Background: an optimization exercise with open tools, aiming at small area. Do not read the settings as production practice.
Where RTL was checked, it was by simulation tests only, not by an equivalence proof against the original.
The flow treats the clock pin as an ideal source, which a real chip does not have.
No activity file was given, so power comes from the tool's default toggle rates.

Setup of the previous run:
Design alu_seq, start of the top module:
module alu_seq
#(
  parameter int XLEN = 64
) (
  input  logic            clk,
  input  logic            rst_n,
  input  logic            in_valid,
  output logic            in_ready,
  input  logic [diablo_alu_pkg::ALU_OP_W-1:0] in_op,
  input  logic [XLEN-1:0] in_a,
  input  logic [XLEN-1:0] in_b,
  output logic            out_valid,
  input  logic            out_ready,
  output logic [XLEN-1:0] out_result,
  output logic            out_err
);
Size: ~150 flip-flops, ~200 I/O pins.
export LEC_CHECK = 0
export CAP_MARGIN = 20
export CORE_MARGIN = 2
export CORE_UTILIZATION = 40
export SLEW_MARGIN = 20
export SYNTH_HIERARCHICAL = 1
create_clock -name core_clock -period 10.0 [get_ports {clk}]
standard.sh (not shown) runs the stock make flow with config.mk's settings and CLKGATE_MAP_FILE= SYNTH_SCRIPT=/design/flow/synth_recipe.tcl, a recipe that flattens the netlist after the stock synthesis.
==> flow/flow/run.sh <==
#!/bin/bash
# Layout of alu_seq: the standard flow (standard.sh, all steps unchanged), with the port
# buffers that global placement inserts on every input and output made of the smallest buffer
# cell, sky130_fd_sc_hd__buf_1, in place of the flow's default choice. Each tool's output is kept
# in a log of its own here; ORFS also keeps per-step logs under orfs/logs.
set -euo pipefail
export BUFFER_PORTS_ARGS="-buffer_cell sky130_fd_sc_hd__buf_1"
export CTS_ARGS="-sink_clustering_enable -sink_clustering_levels 1 -repair_clock_nets -dont_use_dummy_load -buf_list {sky130_fd_sc_hd__clkbuf_4 sky130_fd_sc_hd__clkbuf_8 sky130_fd_sc_hd__clkbuf_16} -root_buf sky130_fd_sc_hd__clkbuf_8 -sink_clustering_size 30 -sink_clustering_max_diameter 150"
bash standard.sh > standard.log 2>&1
The previous run | stages: all done | timing, DRC, antenna: all pass
> inputs changed (the previous run -> the current run)
diff --git a/flow/flow/run.sh b/flow/flow/run.sh
--- a/flow/flow/run.sh
+++ b/flow/flow/run.sh
@@ -7,3 +7,3 @@
 export BUFFER_PORTS_ARGS="-buffer_cell sky130_fd_sc_hd__buf_1"
-export CTS_ARGS="-sink_clustering_enable -sink_clustering_levels 1 -repair_clock_nets -dont_use_dummy_load -buf_list {sky130_fd_sc_hd__clkbuf_4 sky130_fd_sc_hd__clkbuf_8 sky130_fd_sc_hd__clkbuf_16} -root_buf sky130_fd_sc_hd__clkbuf_8 -sink_clustering_size 30 -sink_clustering_max_diameter 150"
+export CTS_ARGS="-sink_clustering_enable -repair_clock_nets -dont_use_dummy_load -buf_list sky130_fd_sc_hd__clkbuf_16 -root_buf sky130_fd_sc_hd__clkbuf_16 -sink_clustering_size 50 -sink_clustering_max_diameter 200"
 bash standard.sh > standard.log 2>&1
Findings:
- The current run vs. the previous run: via density per instance roughly the same; smallest hold slack level; total number of vias essentially unchanged.
No run of this note included a check of the RTL's function; only the layout flow was run.

========
alu_seq, a different RTL version from the one above (not shown whole).
Size: roughly 660 cells after synthesis, roughly 200 I/O pins.
==> flow/config.mk <==
export PLATFORM = sky130hd
export DESIGN_NAME = alu_seq
export DESIGN_NICKNAME = alu_seq
export VERILOG_FILES = /design/flow/design.v
export SDC_FILE = /design/flow/constraint.sdc
export NUM_CORES = 4
export LEC_CHECK = 0
export CAP_MARGIN = 20
export CORE_MARGIN = 2
export CORE_UTILIZATION = 40
export SLEW_MARGIN = 20
export SYNTH_HIERARCHICAL = 1
==> flow/constraint.sdc <==
create_clock -name core_clock -period 10.0 [get_ports {clk}]
set_input_delay 2.0000 -clock core_clock [delete_from_list [all_inputs] [get_ports {clk}]]
set_output_delay 2.0000 -clock core_clock [all_outputs]
set_load 0.01 [all_outputs]
==> flow/flow/run.sh <==
#!/bin/bash
# Layout of alu_seq: the standard flow (standard.sh, all steps unchanged), with the port
# buffers that global placement inserts on every input and output made of the smallest buffer
# cell, sky130_fd_sc_hd__buf_1, in place of the flow's default choice. Each tool's output is kept
# in a log of its own here; ORFS also keeps per-step logs under orfs/logs.
set -euo pipefail
export BUFFER_PORTS_ARGS="-buffer_cell sky130_fd_sc_hd__buf_1"
export CTS_ARGS="-clk_nets clk -repair_clock_nets -dont_use_dummy_load -buf_list sky130_fd_sc_hd__clkbuf_8 -root_buf sky130_fd_sc_hd__clkbuf_8"
export PRE_CTS_TCL="$(pwd)/flow/cts_pre.tcl"
export CLK_LEAVES=9
export CLK_LEAF_CELL=sky130_fd_sc_hd__clkbuf_8
bash standard.sh > standard.log 2>&1
==> flow/flow/cts_pre.tcl <==
# Clock leaves for alu_seq, built before clock_tree_synthesis: the flip-flops are split by
# position into CLK_LEAVES groups (the largest group is halved along its wider side, repeatedly),
# and each group gets one CLK_LEAF_CELL buffer at its centre, driven by the clock net.
# clock_tree_synthesis (CTS_ARGS: -clk_nets clk) then builds the tree above these leaves.
set leaves $::env(CLK_LEAVES)
set cell $::env(CLK_LEAF_CELL)
set db [ord::get_db]
set block [ord::get_db_block]
set clk [$block findNet clk]
set sinks {}
foreach it [$clk getITerms] {
  set box [[$it getInst] getBBox]
  lappend sinks [list $it [expr {([$box xMin] + [$box xMax]) / 2}] [expr {([$box yMin] + [$box yMax]) / 2}]]
}
puts "cts_pre: [llength $sinks] clock sinks, $leaves leaves of $cell"
proc span { g axis } {
  set v [lsort -integer -index $axis $g]
  return [expr {[lindex $v end $axis] - [lindex $v 0 $axis]}]
}
# split the largest group in two halves along its wider side until there are enough groups
set groups [list $sinks]
while { [llength $groups] < $leaves } {
  set big 0
  for { set i 1 } { $i < [llength $groups] } { incr i } {
    if { [llength [lindex $groups $i]] > [llength [lindex $groups $big]] } { set big $i }
  }
  set g [lindex $groups $big]
  set axis [expr {[span $g 1] >= [span $g 2] ? 1 : 2}]
  set s [lsort -integer -index $axis $g]
  set h [expr {[llength $s] / 2}]
  set groups [lreplace $groups $big $big [lrange $s 0 [expr {$h - 1}]] [lrange $s $h end]]
}
set master [$db findMaster $cell]
set n 0
foreach g $groups {
  set sx 0
  set sy 0
  foreach s $g {
    incr sx [lindex $s 1]
    incr sy [lindex $s 2]
  }
  set cx [expr {$sx / [llength $g]}]
  set cy [expr {$sy / [llength $g]}]
  set inst [odb::dbInst_create $block $master "clkleaf_$n"]
  set net [odb::dbNet_create $block "clkleaf_net_$n"]
  $net setSigType CLOCK
  foreach s $g {
    set it [lindex $s 0]
    $it disconnect
    $it connect $net
  }
  [$inst findITerm A] connect $clk
  [$inst findITerm X] connect $net
  $inst setLocation $cx $cy
  $inst setPlacementStatus PLACED
  puts "cts_pre: clkleaf_$n drives [llength $g] sinks at ($cx, $cy)"
  incr n
}
Change:
--- a/flow/flow/run.sh
+++ b/flow/flow/run.sh
@@ -9,3 +9,3 @@
 export PRE_CTS_TCL="$(pwd)/flow/cts_pre.tcl"
-export CLK_LEAVES=9
+export CLK_LEAVES=10
 export CLK_LEAF_CELL=sky130_fd_sc_hd__clkbuf_8
Clock power went up by about 3%.
First-iteration DRC count climbs by about 16%.
Power grows by about 0.44%.
Routed wire length barely changes.
Area after synthesis is unchanged.
Final area barely changes.
Register-to-register slack is about the same.
Die area does not change.
Setup slack is about the same.
Global-route usage barely changes.

## afterwards: timing with drivers on the ports
The results above use ideal ports. As a check the final layouts listed here were re-extracted and re-timed, cells and wires unchanged. Step 1 assumes that a clkbuf_16 drives the clock port and a buf_2 every other input. Step 2 also shifts input and output timing later by t, the mid clock arrival at the registers, as if the neighbouring blocks saw the same clock. Slacks: no drivers / after step 1 / after step 2; pairs: no drivers / after step 1.
run	shift t [ns]	slack for setup (ns)	pins driven straight from the clock port
the previous run	0.557	1.025 / 1.038 / 0.481	1
the current run	0.455	0.911 / 0.929 / 0.474	1
the first run of note 2	0.476	0.472 / 0.472 / 0.433	1
the second run of note 2	0.480	0.471 / 0.471 / 0.428	1
After both steps every run listed still meets setup and hold. The setup slack of the previous run, which loses most, moves by +0.013 ns with the drivers and by -0.544 ns with both steps.
